Background: an optimization exercise with open tools, aiming at a short achievable clock period and few clock cycles. Do not read the settings as production practice.
Only simulation tests tie the RTL to the original design; equivalence was not proved.
No activity file was given, so power comes from the tool's default toggle rates.

==> design/flow/design.v <==
package rv_pkg;
    localparam int XLEN = 32;
    typedef logic [XLEN-1:0] word_t;
    typedef logic [4:0]      reg_addr_t;
    typedef enum logic [3:0] {
        ALU_ADD,
        ALU_SUB,
        ALU_AND,
        ALU_OR,
        ALU_XOR,
        ALU_SLT,
        ALU_SLTU,
        ALU_SLL,
        ALU_SRL,
        ALU_SRA
    } alu_op_e;
    typedef enum logic [6:0] {
        OP_LUI    = 7'b0110111,
        OP_AUIPC  = 7'b0010111,
        OP_JAL    = 7'b1101111,
        OP_JALR   = 7'b1100111,
        OP_BRANCH = 7'b1100011,
        OP_LOAD   = 7'b0000011,
        OP_STORE  = 7'b0100011,
        OP_IMM    = 7'b0010011,
        OP_REG    = 7'b0110011
    } opcode_e;
    typedef struct packed {
        logic      valid;
        word_t     pc;
        word_t     rs1;
        word_t     rs2;
        word_t     imm;
        reg_addr_t rd;
        logic      rd_we;
        alu_op_e   alu_op;
        logic      a_pc;
        logic      a_zero;
        logic      b_imm;
        logic      is_branch;
        logic      is_jal;
        logic      is_jalr;
        logic [2:0] funct3;
        logic      is_load;
        logic      is_store;
    } id_ex_t;
    typedef struct packed {
        logic      valid;
        word_t     pc;
        word_t     result;
        word_t     store_data;
        reg_addr_t rd;
        logic      rd_we;
        logic      is_load;
        logic      is_store;
    } ex_mem_t;
    typedef struct packed {
        logic      valid;
        reg_addr_t rd;
        logic      rd_we;
        logic      is_load;
        word_t     result;
    } mem_wb_t;
    typedef struct packed {
        logic      valid;
        reg_addr_t rd;
        word_t     data;
    } fwd_t;
    typedef struct packed {
        logic  taken;
        word_t target;
    } redirect_t;
endpackage
`timescale 1ns/1ps
module fetch_stage #(
    parameter rv_pkg::word_t RESET_PC = '0
) (
    input  logic              clk,
    input  logic              rst_n,
    input  logic              stall_i,
    input  logic              flush_i,
    input  rv_pkg::redirect_t redirect_i,
    input  rv_pkg::word_t     imem_rdata_i,
    output logic              imem_req_o,
    output rv_pkg::word_t     imem_addr_o,
    output logic              id_valid_o,
    output rv_pkg::word_t     id_pc_o,
    output rv_pkg::word_t     id_inst_o
);
    rv_pkg::word_t pc_q;
    rv_pkg::word_t id_pc_q;
    rv_pkg::word_t hold_q;
    logic          run_q;
    logic          id_valid_q;
    logic          use_hold_q;
    assign imem_req_o  = run_q;
    assign imem_addr_o = pc_q;
    always_ff @(posedge clk or negedge rst_n) begin
        if (!rst_n) begin
            run_q      <= 1'b0;
            pc_q       <= RESET_PC;
            id_valid_q <= 1'b0;
            use_hold_q <= 1'b0;
        end else begin
            run_q      <= 1'b1;
            use_hold_q <= stall_i && !flush_i;
            if (redirect_i.taken) begin
                pc_q <= redirect_i.target;
            end else if (run_q && !stall_i) begin
                pc_q <= pc_q + 32'd4;
            end
            if (flush_i) begin
                id_valid_q <= 1'b0;
            end else if (!stall_i) begin
                id_valid_q <= run_q;
            end
        end
    end
    always_ff @(posedge clk) begin
        if (!stall_i) begin
            id_pc_q <= pc_q;
        end
        if (stall_i) begin
            hold_q <= id_inst_o;
        end
    end
    assign id_valid_o = id_valid_q;
    assign id_pc_o    = id_pc_q;
    assign id_inst_o  = use_hold_q ? hold_q : imem_rdata_i;
endmodule
`timescale 1ns/1ps
module regfile (
    input  logic              clk,
    input  logic              rst_n,
    input  rv_pkg::reg_addr_t raddr1_i,
    input  rv_pkg::reg_addr_t raddr2_i,
    input  logic              we_i,
    input  rv_pkg::reg_addr_t waddr_i,
    input  rv_pkg::word_t     wdata_i,
    output rv_pkg::word_t     rdata1_o,
    output rv_pkg::word_t     rdata2_o
);
    rv_pkg::word_t regs [31:1];
    always_ff @(posedge clk or negedge rst_n) begin
        if (!rst_n) begin
            for (int i = 1; i < 32; i++) begin
                regs[i] <= '0;
            end
        end else if (we_i && waddr_i != '0) begin
            regs[waddr_i] <= wdata_i;
        end
    end
    assign rdata1_o = (raddr1_i == '0) ? '0
                    : (we_i && waddr_i == raddr1_i) ? wdata_i : regs[raddr1_i];
    assign rdata2_o = (raddr2_i == '0) ? '0
                    : (we_i && waddr_i == raddr2_i) ? wdata_i : regs[raddr2_i];
endmodule
`timescale 1ns/1ps
module decode_stage (
    input  logic              clk,
    input  logic              rst_n,
    input  logic              valid_i,
    input  rv_pkg::word_t     pc_i,
    input  rv_pkg::word_t     inst_i,
    input  logic              stall_i,
    input  logic              flush_i,
    input  rv_pkg::word_t     rf_rdata1_i,
    input  rv_pkg::word_t     rf_rdata2_i,
    input  rv_pkg::fwd_t      ex_fwd_i,
    input  rv_pkg::fwd_t      mem_fwd_i,
    output rv_pkg::reg_addr_t rf_raddr1_o,
    output rv_pkg::reg_addr_t rf_raddr2_o,
    output logic              rs1_used_o,
    output logic              rs2_used_o,
    output rv_pkg::id_ex_t    id_ex_o
);
    rv_pkg::opcode_e opcode;
    rv_pkg::word_t   imm_i;
    rv_pkg::word_t   imm_s;
    rv_pkg::word_t   imm_b;
    rv_pkg::word_t   imm_u;
    rv_pkg::word_t   imm_j;
    rv_pkg::id_ex_t  dec;
    rv_pkg::id_ex_t  id_ex_q;
    logic            wr;
    assign opcode      = rv_pkg::opcode_e'(inst_i[6:0]);
    assign rf_raddr1_o = inst_i[19:15];
    assign rf_raddr2_o = inst_i[24:20];
    assign imm_i = {{20{inst_i[31]}}, inst_i[31:20]};
    assign imm_s = {{20{inst_i[31]}}, inst_i[31:25], inst_i[11:7]};
    assign imm_b = {{19{inst_i[31]}}, inst_i[31], inst_i[7], inst_i[30:25], inst_i[11:8], 1'b0};
    assign imm_u = {inst_i[31:12], 12'b0};
    assign imm_j = {{11{inst_i[31]}}, inst_i[31], inst_i[19:12], inst_i[20], inst_i[30:21], 1'b0};
    function automatic rv_pkg::alu_op_e alu_decode(input logic [2:0] f3, input logic alt,
                                                   input logic is_reg);
        case (f3)
            3'b000:  alu_decode = (is_reg && alt) ? rv_pkg::ALU_SUB : rv_pkg::ALU_ADD;
            3'b001:  alu_decode = rv_pkg::ALU_SLL;
            3'b010:  alu_decode = rv_pkg::ALU_SLT;
            3'b011:  alu_decode = rv_pkg::ALU_SLTU;
            3'b100:  alu_decode = rv_pkg::ALU_XOR;
            3'b101:  alu_decode = alt ? rv_pkg::ALU_SRA : rv_pkg::ALU_SRL;
            3'b110:  alu_decode = rv_pkg::ALU_OR;
            default: alu_decode = rv_pkg::ALU_AND;
        endcase
    endfunction
    function automatic rv_pkg::word_t operand(input rv_pkg::reg_addr_t addr,
                                              input rv_pkg::word_t rf_data);
        if (ex_fwd_i.valid && ex_fwd_i.rd == addr) begin
            operand = ex_fwd_i.data;
        end else if (mem_fwd_i.valid && mem_fwd_i.rd == addr) begin
            operand = mem_fwd_i.data;
        end else begin
            operand = rf_data;
        end
    endfunction
    always_comb begin
        dec        = '0;
        wr         = 1'b0;
        rs1_used_o = 1'b0;
        rs2_used_o = 1'b0;
        dec.valid  = valid_i;
        dec.pc     = pc_i;
        dec.rd     = inst_i[11:7];
        dec.funct3 = inst_i[14:12];
        dec.alu_op = rv_pkg::ALU_ADD;
        case (opcode)
            rv_pkg::OP_LUI: begin
                wr = 1'b1;
                dec.a_zero = 1'b1;
                dec.b_imm  = 1'b1;
                dec.imm    = imm_u;
            end
            rv_pkg::OP_AUIPC: begin
                wr = 1'b1;
                dec.a_pc  = 1'b1;
                dec.b_imm = 1'b1;
                dec.imm   = imm_u;
            end
            rv_pkg::OP_JAL: begin
                wr = 1'b1;
                dec.is_jal = 1'b1;
                dec.imm    = imm_j;
            end
            rv_pkg::OP_JALR: begin
                wr = 1'b1;
                rs1_used_o  = 1'b1;
                dec.is_jalr = 1'b1;
                dec.imm     = imm_i;
            end
            rv_pkg::OP_BRANCH: begin
                rs1_used_o    = 1'b1;
                rs2_used_o    = 1'b1;
                dec.is_branch = 1'b1;
                dec.imm       = imm_b;
            end
            rv_pkg::OP_LOAD: begin
                wr = 1'b1;
                rs1_used_o  = 1'b1;
                dec.is_load = 1'b1;
                dec.b_imm   = 1'b1;
                dec.imm     = imm_i;
            end
            rv_pkg::OP_STORE: begin
                rs1_used_o   = 1'b1;
                rs2_used_o   = 1'b1;
                dec.is_store = 1'b1;
                dec.b_imm    = 1'b1;
                dec.imm      = imm_s;
            end
            rv_pkg::OP_IMM: begin
                wr = 1'b1;
                rs1_used_o = 1'b1;
                dec.b_imm  = 1'b1;
                dec.imm    = imm_i;
                dec.alu_op = alu_decode(inst_i[14:12], inst_i[30], 1'b0);
            end
            rv_pkg::OP_REG: begin
                wr = 1'b1;
                rs1_used_o = 1'b1;
                rs2_used_o = 1'b1;
                dec.alu_op = alu_decode(inst_i[14:12], inst_i[30], 1'b1);
            end
            default: begin
                wr = 1'b0;
            end
        endcase
        dec.rd_we = wr && (dec.rd != '0);
        dec.rs1   = operand(rf_raddr1_o, rf_rdata1_i);
        dec.rs2   = operand(rf_raddr2_o, rf_rdata2_i);
    end
    always_ff @(posedge clk or negedge rst_n) begin
        if (!rst_n) begin
            id_ex_q <= '0;
        end else begin
            id_ex_q <= dec;
            if (stall_i || flush_i) begin
                id_ex_q.valid <= 1'b0;
            end
        end
    end
    assign id_ex_o = id_ex_q;
endmodule
`timescale 1ns/1ps
module hazard_ctrl (
    input  logic              id_valid_i,
    input  rv_pkg::reg_addr_t rf_raddr1_i,
    input  rv_pkg::reg_addr_t rf_raddr2_i,
    input  logic              rs1_used_i,
    input  logic              rs2_used_i,
    input  rv_pkg::id_ex_t    id_ex_i,
    input  rv_pkg::ex_mem_t   ex_mem_i,
    input  rv_pkg::redirect_t redirect_i,
    output logic              stall_o,
    output logic              flush_o
);
    logic ex_hit;
    logic mem_hit;
    function automatic logic reads_rd(input logic used1, input rv_pkg::reg_addr_t addr1,
                                      input logic used2, input rv_pkg::reg_addr_t addr2,
                                      input rv_pkg::reg_addr_t rd);
        reads_rd = (used1 && addr1 == rd) || (used2 && addr2 == rd);
    endfunction
    assign ex_hit  = id_ex_i.valid && id_ex_i.is_load && id_ex_i.rd_we
                     && reads_rd(rs1_used_i, rf_raddr1_i, rs2_used_i, rf_raddr2_i, id_ex_i.rd);
    assign mem_hit = ex_mem_i.valid && ex_mem_i.is_load && ex_mem_i.rd_we
                     && reads_rd(rs1_used_i, rf_raddr1_i, rs2_used_i, rf_raddr2_i, ex_mem_i.rd);
    assign flush_o = redirect_i.taken;
    assign stall_o = id_valid_i && (ex_hit || mem_hit) && !redirect_i.taken;
endmodule
`timescale 1ns/1ps
module execute_stage (
    input  logic              clk,
    input  logic              rst_n,
    input  rv_pkg::id_ex_t    id_ex_i,
    output rv_pkg::redirect_t redirect_o,
    output rv_pkg::fwd_t      ex_fwd_o,
    output rv_pkg::ex_mem_t   ex_mem_o
);
    rv_pkg::word_t   op_a;
    rv_pkg::word_t   op_b;
    rv_pkg::word_t   alu_res;
    rv_pkg::word_t   result;
    rv_pkg::word_t   jalr_sum;
    logic [4:0]      shamt;
    logic            rs_eq;
    logic            rs_lt;
    logic            rs_ltu;
    logic            cond;
    logic            is_jump;
    rv_pkg::ex_mem_t ex_mem_q;
    assign op_a  = id_ex_i.a_zero ? '0 : (id_ex_i.a_pc ? id_ex_i.pc : id_ex_i.rs1);
    assign op_b  = id_ex_i.b_imm ? id_ex_i.imm : id_ex_i.rs2;
    assign shamt = op_b[4:0];
    always_comb begin
        case (id_ex_i.alu_op)
            rv_pkg::ALU_SUB:  alu_res = op_a - op_b;
            rv_pkg::ALU_AND:  alu_res = op_a & op_b;
            rv_pkg::ALU_OR:   alu_res = op_a | op_b;
            rv_pkg::ALU_XOR:  alu_res = op_a ^ op_b;
            rv_pkg::ALU_SLT:  alu_res = rv_pkg::word_t'($signed(op_a) < $signed(op_b));
            rv_pkg::ALU_SLTU: alu_res = rv_pkg::word_t'(op_a < op_b);
            rv_pkg::ALU_SLL:  alu_res = op_a << shamt;
            rv_pkg::ALU_SRL:  alu_res = op_a >> shamt;
            rv_pkg::ALU_SRA:  alu_res = $signed(op_a) >>> shamt;
            default:          alu_res = op_a + op_b;
        endcase
    end
    assign rs_eq = id_ex_i.rs1 == id_ex_i.rs2;
    assign rs_lt = $signed(id_ex_i.rs1) < $signed(id_ex_i.rs2);
    assign rs_ltu = id_ex_i.rs1 < id_ex_i.rs2;
    always_comb begin
        case (id_ex_i.funct3)
            3'b000:  cond = rs_eq;
            3'b001:  cond = !rs_eq;
            3'b100:  cond = rs_lt;
            3'b101:  cond = !rs_lt;
            3'b110:  cond = rs_ltu;
            3'b111:  cond = !rs_ltu;
            default: cond = 1'b0;
        endcase
    end
    assign is_jump  = id_ex_i.is_jal || id_ex_i.is_jalr;
    assign jalr_sum = id_ex_i.rs1 + id_ex_i.imm;
    assign result   = is_jump ? id_ex_i.pc + 32'd4 : alu_res;
    assign redirect_o.taken  = id_ex_i.valid && ((id_ex_i.is_branch && cond) || is_jump);
    assign redirect_o.target = id_ex_i.is_jalr ? {jalr_sum[31:1], 1'b0}
                                               : id_ex_i.pc + id_ex_i.imm;
    assign ex_fwd_o.valid = id_ex_i.valid && id_ex_i.rd_we && !id_ex_i.is_load;
    assign ex_fwd_o.rd    = id_ex_i.rd;
    assign ex_fwd_o.data  = result;
    always_ff @(posedge clk or negedge rst_n) begin
        if (!rst_n) begin
            ex_mem_q <= '0;
        end else begin
            ex_mem_q.valid      <= id_ex_i.valid;
            ex_mem_q.pc         <= id_ex_i.pc;
            ex_mem_q.result     <= result;
            ex_mem_q.store_data <= id_ex_i.rs2;
            ex_mem_q.rd         <= id_ex_i.rd;
            ex_mem_q.rd_we      <= id_ex_i.rd_we;
            ex_mem_q.is_load    <= id_ex_i.is_load;
            ex_mem_q.is_store   <= id_ex_i.is_store;
        end
    end
    assign ex_mem_o = ex_mem_q;
endmodule
`timescale 1ns/1ps
module mem_wb_stage (
    input  logic              clk,
    input  logic              rst_n,
    input  rv_pkg::ex_mem_t   ex_mem_i,
    input  rv_pkg::word_t     dmem_rdata_i,
    output logic              dmem_re_o,
    output logic              dmem_we_o,
    output rv_pkg::word_t     dmem_addr_o,
    output rv_pkg::word_t     dmem_wdata_o,
    output rv_pkg::fwd_t      mem_fwd_o,
    output logic              rf_we_o,
    output rv_pkg::reg_addr_t rf_waddr_o,
    output rv_pkg::word_t     rf_wdata_o
);
    rv_pkg::mem_wb_t mem_wb_q;
    assign dmem_re_o    = ex_mem_i.valid && ex_mem_i.is_load;
    assign dmem_we_o    = ex_mem_i.valid && ex_mem_i.is_store;
    assign dmem_addr_o  = ex_mem_i.result;
    assign dmem_wdata_o = ex_mem_i.store_data;
    assign mem_fwd_o.valid = ex_mem_i.valid && ex_mem_i.rd_we && !ex_mem_i.is_load;
    assign mem_fwd_o.rd    = ex_mem_i.rd;
    assign mem_fwd_o.data  = ex_mem_i.result;
    always_ff @(posedge clk or negedge rst_n) begin
        if (!rst_n) begin
            mem_wb_q <= '0;
        end else begin
            mem_wb_q.valid   <= ex_mem_i.valid;
            mem_wb_q.rd      <= ex_mem_i.rd;
            mem_wb_q.rd_we   <= ex_mem_i.rd_we;
            mem_wb_q.is_load <= ex_mem_i.is_load;
            mem_wb_q.result  <= ex_mem_i.result;
        end
    end
    assign rf_we_o    = mem_wb_q.valid && mem_wb_q.rd_we;
    assign rf_waddr_o = mem_wb_q.rd;
    assign rf_wdata_o = mem_wb_q.is_load ? dmem_rdata_i : mem_wb_q.result;
endmodule
`timescale 1ns/1ps
module rv_core #(
    parameter rv_pkg::word_t RESET_PC = 32'h0000_0000
) (
    input  logic              clk,
    input  logic              rst_n,
    output logic              imem_req_o,
    output rv_pkg::word_t     imem_addr_o,
    input  rv_pkg::word_t     imem_rdata_i,
    output logic              dmem_re_o,
    output logic              dmem_we_o,
    output rv_pkg::word_t     dmem_addr_o,
    output rv_pkg::word_t     dmem_wdata_o,
    input  rv_pkg::word_t     dmem_rdata_i,
    output logic              wb_we_o,
    output rv_pkg::reg_addr_t wb_rd_o,
    output rv_pkg::word_t     wb_data_o
);
    rv_pkg::redirect_t redirect;
    rv_pkg::id_ex_t    id_ex;
    rv_pkg::ex_mem_t   ex_mem;
    rv_pkg::fwd_t      ex_fwd;
    rv_pkg::fwd_t      mem_fwd;
    rv_pkg::word_t     id_pc;
    rv_pkg::word_t     id_inst;
    rv_pkg::word_t     rf_rdata1;
    rv_pkg::word_t     rf_rdata2;
    rv_pkg::reg_addr_t rf_raddr1;
    rv_pkg::reg_addr_t rf_raddr2;
    logic              id_valid;
    logic              stall;
    logic              flush;
    logic              rs1_used;
    logic              rs2_used;
    fetch_stage #(
        .RESET_PC(RESET_PC)
    ) u_fetch (
        .clk(clk),
        .rst_n(rst_n),
        .stall_i(stall),
        .flush_i(flush),
        .redirect_i(redirect),
        .imem_rdata_i(imem_rdata_i),
        .imem_req_o(imem_req_o),
        .imem_addr_o(imem_addr_o),
        .id_valid_o(id_valid),
        .id_pc_o(id_pc),
        .id_inst_o(id_inst)
    );
    regfile u_regfile (
        .clk(clk),
        .rst_n(rst_n),
        .raddr1_i(rf_raddr1),
        .raddr2_i(rf_raddr2),
        .we_i(wb_we_o),
        .waddr_i(wb_rd_o),
        .wdata_i(wb_data_o),
        .rdata1_o(rf_rdata1),
        .rdata2_o(rf_rdata2)
    );
    decode_stage u_decode (
        .clk(clk),
        .rst_n(rst_n),
        .valid_i(id_valid),
        .pc_i(id_pc),
        .inst_i(id_inst),
        .stall_i(stall),
        .flush_i(flush),
        .rf_rdata1_i(rf_rdata1),
        .rf_rdata2_i(rf_rdata2),
        .ex_fwd_i(ex_fwd),
        .mem_fwd_i(mem_fwd),
        .rf_raddr1_o(rf_raddr1),
        .rf_raddr2_o(rf_raddr2),
        .rs1_used_o(rs1_used),
        .rs2_used_o(rs2_used),
        .id_ex_o(id_ex)
    );
    hazard_ctrl u_hazard (
        .id_valid_i(id_valid),
        .rf_raddr1_i(rf_raddr1),
        .rf_raddr2_i(rf_raddr2),
        .rs1_used_i(rs1_used),
        .rs2_used_i(rs2_used),
        .id_ex_i(id_ex),
        .ex_mem_i(ex_mem),
        .redirect_i(redirect),
        .stall_o(stall),
        .flush_o(flush)
    );
    execute_stage u_execute (
        .clk(clk),
        .rst_n(rst_n),
        .id_ex_i(id_ex),
        .redirect_o(redirect),
        .ex_fwd_o(ex_fwd),
        .ex_mem_o(ex_mem)
    );
    mem_wb_stage u_mem_wb (
        .clk(clk),
        .rst_n(rst_n),
        .ex_mem_i(ex_mem),
        .dmem_rdata_i(dmem_rdata_i),
        .dmem_re_o(dmem_re_o),
        .dmem_we_o(dmem_we_o),
        .dmem_addr_o(dmem_addr_o),
        .dmem_wdata_o(dmem_wdata_o),
        .mem_fwd_o(mem_fwd),
        .rf_we_o(wb_we_o),
        .rf_waddr_o(wb_rd_o),
        .rf_wdata_o(wb_data_o)
    );
endmodule
==> design/flow/run.sh <==
#!/bin/bash
# synth_recipe.tcl (not shown) runs the flow's synth.tcl, then flattens the netlist and writes it again
# the make line also repeats each setting of config.mk as NAME=value (left out here)
make -C /OpenROAD-flow-scripts/flow DESIGN_CONFIG=/design/flow/config.mk WORK_HOME=/design/flow/orfs CLKGATE_MAP_FILE= SYNTH_SCRIPT=/design/flow/synth_recipe.tcl finish
==> design/flow/config.mk <==
export PLATFORM = sky130hd
export DESIGN_NAME = rv_core
export DESIGN_NICKNAME = rv_core
export VERILOG_FILES = /design/flow/design.v
export SDC_FILE = /design/flow/constraint.sdc
export NUM_CORES = 4
export LEC_CHECK = 0
export CAP_MARGIN = 20
export CORE_MARGIN = 2
export CORE_UTILIZATION = 30
export PLACE_DENSITY = 0.45
export SLEW_MARGIN = 20
==> design/flow/constraint.sdc <==
create_clock -name core_clock -period 8.0 [get_ports {clk}]
set_input_delay 1.6000 -clock core_clock [delete_from_list [all_inputs] [get_ports {clk}]]
set_output_delay 1.6000 -clock core_clock [all_outputs]
set_load 0.01 [all_outputs]
==> reports/results.ini <==
[drt]
ant_nets = 0
dr.first_iter.drc_count = 12600
dr.pass1.iters = 9
vias_per_cell = 6.56
remaining_drc_errors = 0
avgRoutedWirePerCell_um = 45.1
routed_wirelength_um = 545000
vias = 79400

[floorplanning]
die_w_um = 511
initial_core_util_pct = 30.1
die_h_um = 511
rows = 186
io_pins = 203
dieArea_um2 = 261000
core_um2 = 256000

[placed_design]
placed_cells = 11800
hpwl_um = 391000
place_congestion = 1.04
port_buffers = 202
dp_slack_ns = 1.32

[yosys]
synth_fp_nets = 8845
yosysTopAreaCellShare_pct = 41.8
synth_top_cell_by_area = dfrtp_1
avgSynthCellArea_um2 = 8.99
synth_common_cells = dfrtp_1 (1290), nor2_1 (1059), a21oi_1 (975)
synth_area_leaders = dfrtp_1 (42%), a21oi_1 (6.3%), nor2_1 (5.2%), o21ai_0 (3.9%), a221oi_1 (3.3%)
ys_seq_elements = 1354
synth_cell_types = 109
synthFlopType = dfrtp_1
syn_area_um2 = 77200
async_flop_share_pct = 95.3
syn_inst = 8583
synth.most_common_cell = dfrtp_1
yosys_warnings = 7
synth_edf_count = 64
synth_seq_area_share_pct = 44.3

[clock_network]
cts_resized = 0
clk_pin_slew_ns = 0.06
numClockSinks = 1354
holdBufCountCts = 0
htree_num_levels = 4
clk-insertion-delay-late_ns = 0.89
cts_root_buffer = clkbuf_16
cts_buffers = 165
cts_tree = done
postCtsSetupBuffers = 0
clk_path_buf_depth = 3

[critical_path]
cp.arrival_ns = 7.25
criticalPathCategory = reg -> reg
cp-start-kind = register
r2r_slack_ns = 1.54
crit_fanout = 18
r2r_cells = 15
crit_required_ns = 8.79
crit_path_end_kind = register

[grt]
grtUsageTotal_pct = 40.5
grt_max_degree = 150
antenna_found_initial = 44
grt_pass1_vias = 74300
overflow = 0
grt_pass1_wl_um = 716000

[sta]
relSlewSlack_pct = 8.34
tightest_slew_ns = 1.37
fin_worst_skew_ns = 0.0367
maxSlewViolCount = 0
post-route-min-period_ns = 6.46
grt_setup_unrepaired = no
fin_crit_sh_pct = 80.7
hold_viol = 0
setup_viol_count_final = 0
worst_slack_ns = 1.54
tns_ns = 0
fmaxAchievable_ghz = 0.155

[finish]
final_cells = 12100
fin_nets = 8819
drive_gt1_share_pct = 11.2
synthToLayoutAreaGrowth_pct = 16.8

[outcome]
status = no timing/DRC/antenna violations

[job]
max_cap_viol_count = 0

[power_and_ir_drop]
p_per_area_nw_per_um2 = 271
vdd_drop_max_mv = 0.255
leakage_uw = 0.0353

[min_path]
worstHoldPathCells = 0
hp-class = reg -> reg

[flip-flops by register name, summed over array words and instances (netlist names)]
name and count:
u_mem_wb.mem_wb_q 40, u_execute.ex_mem_q 73, u_fetch.id_valid_q 1, u_fetch.id_pc_q 32, u_decode.id_ex_q 150, u_regfile.regs 992, u_fetch.use_hold_q 1, u_fetch.hold_q 32
u_fetch.run_q 1, u_fetch.pc_q 32
[routing by layer]
metal  GRT usage [%]  vias up  routed length (um)
li1                -    31600                   -
met1            50.3    40100              210000
met2            61.0     5877              235000
met3            10.3     1846               52500
met4            29.0       28               47400
met5           0.311        -                 282
[critical path, cell delays in order (launching register included)]
cell and delay [ns]:
dfrtp_2 0.79, mux2i_1 1.04, nor2_1 0.36, ha_1 0.52
nand2b_1 0.19, a211oi_1 0.34, o2111ai_1 0.40, a31oi_1 0.28
buf_4 0.20, a41oi_1 0.40, a211oi_1 0.41, xnor2_1 0.21
o221ai_1 0.54, a2bb2oi_1 0.23, buf_4 0.21, a2bb2oi_1 0.20
[final timing paths]
| kind | startpoint | end |
|---|---|---|
| worst max-delay path | u_decode.id_ex_q[10] | u_decode.id_ex_q[81] |
| worst max register to register | u_decode.id_ex_q[10] | u_decode.id_ex_q[81] |
| worst min-delay path | u_fetch.id_pc_q[29] | u_decode.id_ex_q[146] |
| worst min register to register | u_fetch.id_pc_q[29] | u_decode.id_ex_q[146] |
| max in group asynchronous | rst_n | u_regfile.regs[9][26] |
| min in group asynchronous | rst_n | u_mem_wb.mem_wb_q[3] |
[area by class of cell]
| type | count | area [um^2] |
|---|---|---|
| Inverter | 224 | 845 |
| Multi-Input combinational cell | 6229 | 40000 |
| Tap cell | 3384 | 4230 |
| Sequential cell | 1354 | 34200 |
| Antenna cell | 24 | 60.1 |
| Fill cell | 26300 | 166000 |
| Timing Repair Buffer | 583 | 5140 |
| Clock buffer | 236 | 4790 |
| Clock inverter | 68 | 788 |
[power breakdown]
part / internal, uW / leakage [uW] / switching, uW
Sequential: 7490 / 0.0131 / 1100
Combinational: 2380 / 0.0195 / 5530
Clock: 4490 / 0.00269 / 3380
[metrics by stage]
step	util (%)	power, uW	instance area [um^2]	hold WS (ns)
4_1_cts	35.1	24200	90000	0.347
2_1_floorplan	-	12000	77200	0.331
5_1_grt	35.1	25000	90000	0.352
6_report	35.2	24400	90100	0.345
3_3_place_gp	32.9	16300	84300	0.332
3_5_place_dp	32.9	16300	84400	0.334
[cell families (layout without fill, tap and decap cells)]
family | count (synthesis) | after routing | share of synthesized area (%)
buffers and inverters | 1000 | 1111 | 5.65
DFF | 1354 | 1354 | 44.3
AOI/OAI and AO/OA | 3108 | 3108 | 26.5
muxes | 244 | 244 | 3.88
and+or+nand+nor | 2509 | 2509 | 14.4
other | 1 | 25 | 0.00486
xor gates and xnor gates | 171 | 171 | 1.94
adders and majority gates | 196 | 196 | 3.22
[cell usage in the layout, fill, tap and decap left out, types with 192 or more instances in the layout]
cell type | synthesis | routed
o21ai_0 | 607 | 606
ha_1 | 192 | 192
a22o_1 | 205 | 205
a22oi_1 | 321 | 321
a221oi_1 | 294 | 286
a21oi_1 | 975 | 973
clkdlybuf4s50_1 | 0 | 201
nor2_1 | 1059 | 1007
nand3_1 | 255 | 245
dfrtp_1 | 1290 | 1284
buf_4 | 81 | 357
nand2_1 | 680 | 665
inv_1 | 216 | 216
Testbench counts, summed over its fixed seeds: cycles 79,270.

-- afterwards: timing with drivers on the ports --
How much do the figures lean on ideal ports? The routed layout below was timed once more, with nothing changed but the port constraints.
Step 1 sets driving cells, clkbuf_16 on the clock port and buf_2 on the other inputs (assumed; they add their load-dependent delay and slew).
Step 2 moves the port delays by t, midway between the first and last clock arrival at a register: inputs arrive t later, outputs are due t later. That takes back most of the time a late clock gives input paths.
a / b / c = no drivers / after step 1 / after step 2; a / b = the first two.
shift t [ns]: 0.972
slack for setup (ns): 1.545 / 1.545 / 1.057
worst setup path after step 2: input to register
latest minus earliest clock arrival (ns): 0.038 / 0.038
After both steps setup and hold are still met in this run. The setup slack of this run moves by 0.000 ns with the drivers and by -0.488 ns with both steps.
